What follows belongs to an exercise in optimizing a design on an open flow for small area and a short achievable clock period; a production flow would make more cautious choices.
Function was checked by simulation only, so behaviour that the tests miss may differ from the original.
No activity file was given, so power comes from the tool's default toggle rates.

## fir_tpose_param
module fir_tpose_param
#(
  parameter int NTAPS     = 12,
  parameter int DW        = 12,
  parameter int CW        = 12,
  parameter int OW        = 16,
  parameter int OUT_SHIFT = 9
) (
  input  logic                  i_clk,
  input  logic                  i_rst,
  input  logic                  i_clear,
  input  logic                  i_in_valid,
  input  logic signed [DW-1:0]  i_xin,
  input  logic                  i_coef_we,
  input  logic [fir_pkg::FIR_ADDR_W-1:0] i_coef_addr,
  input  logic signed [CW-1:0]  i_coef_data,
  output logic                  o_out_valid,
  output logic signed [OW-1:0]  o_yout,
  output logic                  o_sat
);
Size in the first run: about 4600 cells after synthesis, ~810 flip-flops, about 0.064 mm2 of cells after synthesis.
clock: 10.0 ns
lec_check: 0
cap_margin: 20
core_margin: 2
core_utilization: 40
cts_cluster_diameter: 120
cts_cluster_size: 20
slew_margin: 20
synth_hierarchical: 1
standard.sh (not shown) runs the stock make flow with config.mk's settings and CLKGATE_MAP_FILE= SYNTH_SCRIPT=/design/flow/synth_recipe.tcl, a recipe that flattens the netlist after the stock synthesis.
==> flow/flow/run.sh <==
#!/bin/bash
# Own layout flow: the standard layout (standard.sh: the standard
# synthesis and the standard ORFS steps), except that
#  - every port still gets its own buffer, but a plain buffer cell (PORT_BUF)
#    rather than the delay cell the port buffering picks by default.
set -euo pipefail
MARGIN=6.75
PORT_BUF=sky130_fd_sc_hd__buf_4
bash standard.sh SETUP_SLACK_MARGIN=$MARGIN MATCH_CELL_FOOTPRINT=0 \
  "BUFFER_PORTS_ARGS=-buffer_cell $PORT_BUF" finish > flow_standard.log 2>&1
Then changed:
--- a/flow/flow/run.sh
+++ b/flow/flow/run.sh
@@ -6,3 +6,3 @@
 set -euo pipefail
-MARGIN=6.75
+MARGIN=6.7
 PORT_BUF=sky130_fd_sc_hd__buf_4
--- a/flow/config.mk
+++ b/flow/config.mk
@@ -9,3 +9,3 @@
 export CORE_MARGIN = 2
-export CORE_UTILIZATION = 40
+export CORE_UTILIZATION = 50
 export CTS_CLUSTER_DIAMETER = 120
After rerunning: Global-route usage rose by 5.0 points. Design area fell by a few percent. Area after synthesis does not change. Clock-buffer cell count fell by 1. Setup slack gets worse by 0.051 ns. Worst hold slack gets better by 0.0069 ns. Power rose slightly. Utilization rose by 9.4 points. Wire length fell by a few percent. Combinational power hardly moves. Register-to-register slack gets worse by 0.04 ns.
Then changed:
--- a/flow/flow/run.sh
+++ b/flow/flow/run.sh
@@ -6,3 +6,3 @@
 set -euo pipefail
-MARGIN=6.7
+MARGIN=6.65
 PORT_BUF=sky130_fd_sc_hd__buf_4
Result: The changed run completed with no timing, DRC or antenna violations; wire length drops slightly; cell count decreases slightly; first-iteration DRC count drops by a little under a tenth; die area stays the same; synthesized area does not change.
Then changed:
--- a/flow/config.mk
+++ b/flow/config.mk
@@ -9,3 +9,3 @@
 export CORE_MARGIN = 2
-export CORE_UTILIZATION = 50
+export CORE_UTILIZATION = 40
 export CTS_CLUSTER_DIAMETER = 120
@@ -14 +14,2 @@
 export SYNTH_HIERARCHICAL = 1
+export TNS_END_PERCENT = 20
Outcome: The changed run passed the timing, design-rule and antenna checks. Design area goes up by 0.74%. Power decreases by 0.83%. Setup slack got worse by 0.025 ns. Die area came out higher by 25%. Synthesized cell count does not change. Hold slack gains 0.012 ns. Sequential power is about the same.
Then changed:
--- a/flow/config.mk
+++ b/flow/config.mk
@@ -12,4 +12,4 @@
 export CTS_CLUSTER_SIZE = 20
+export GPL_ROUTABILITY_DRIVEN = 0
 export SLEW_MARGIN = 20
 export SYNTH_HIERARCHICAL = 1
-export TNS_END_PERCENT = 20
What happened: The changed run finished with timing, DRC and antenna clean; power goes down by about 0.6%; clock skew goes up by 0.023 ns; area after synthesis stays the same; die area stays the same; sequential share of layout area is about the same; cell count hardly moves.
Then changed:
==> flow/flow/run.sh (replaced) <==
#!/bin/bash
set -euo pipefail
MARGIN=6.65
bash standard.sh SETUP_SLACK_MARGIN=$MARGIN MATCH_CELL_FOOTPRINT=0 finish > flow_standard.log 2>&1
--- a/flow/config.mk
+++ b/flow/config.mk
@@ -12,3 +12,2 @@
 export CTS_CLUSTER_SIZE = 20
-export GPL_ROUTABILITY_DRIVEN = 0
 export SLEW_MARGIN = 20
The changed run completed with no timing, DRC or antenna violations.
Total power came out higher by 1.3%.
Die area stays the same.
Sequential power shrinks by about 0.5%.
Cell area rises by 0.32%.
Clock-buffer cell count falls by 1.
Setup slack gains 0.0096 ns.
Critical path depth increases by 5.

## static timing again, ports no longer ideal
In the flow no input, the clock included, has a driving cell. The finished layouts below were timed again as built, in two steps.
Step 1 (the two cells are an assumption about what drives the block):
set clk [get_ports {i_clk}]
set_driving_cell -lib_cell sky130_fd_sc_hd__clkbuf_16 $clk
set_driving_cell -lib_cell sky130_fd_sc_hd__buf_2 [delete_from_list [all_inputs] $clk]
Step 2 also shifts input and output timing later by t, the mid clock arrival at the registers, as if the neighbouring blocks saw the same clock.
Three values: ideal, step 1, step 2; two values: the first two.
run | shift t [ns] | setup slack, ns | pins driven straight from the clock port
the first run | 0.752 | 6.766 / 6.733 / 6.523 | 1
the second run | 0.746 | 6.714 / 6.638 / 6.306 | 1
the third run | 0.734 | 6.678 / 6.601 / 6.282 | 1
the fourth run | 0.738 | 6.653 / 6.653 / 6.314 | 1
the fifth run | 0.754 | 6.672 / 6.592 / 6.385 | 1
the sixth run | 0.749 | 6.681 / 6.620 / 6.024 | 1
After both steps setup and hold are still met in every run listed. The setup slack of the sixth run, which loses most, moves by -0.061 ns with the drivers and by -0.657 ns with both steps.
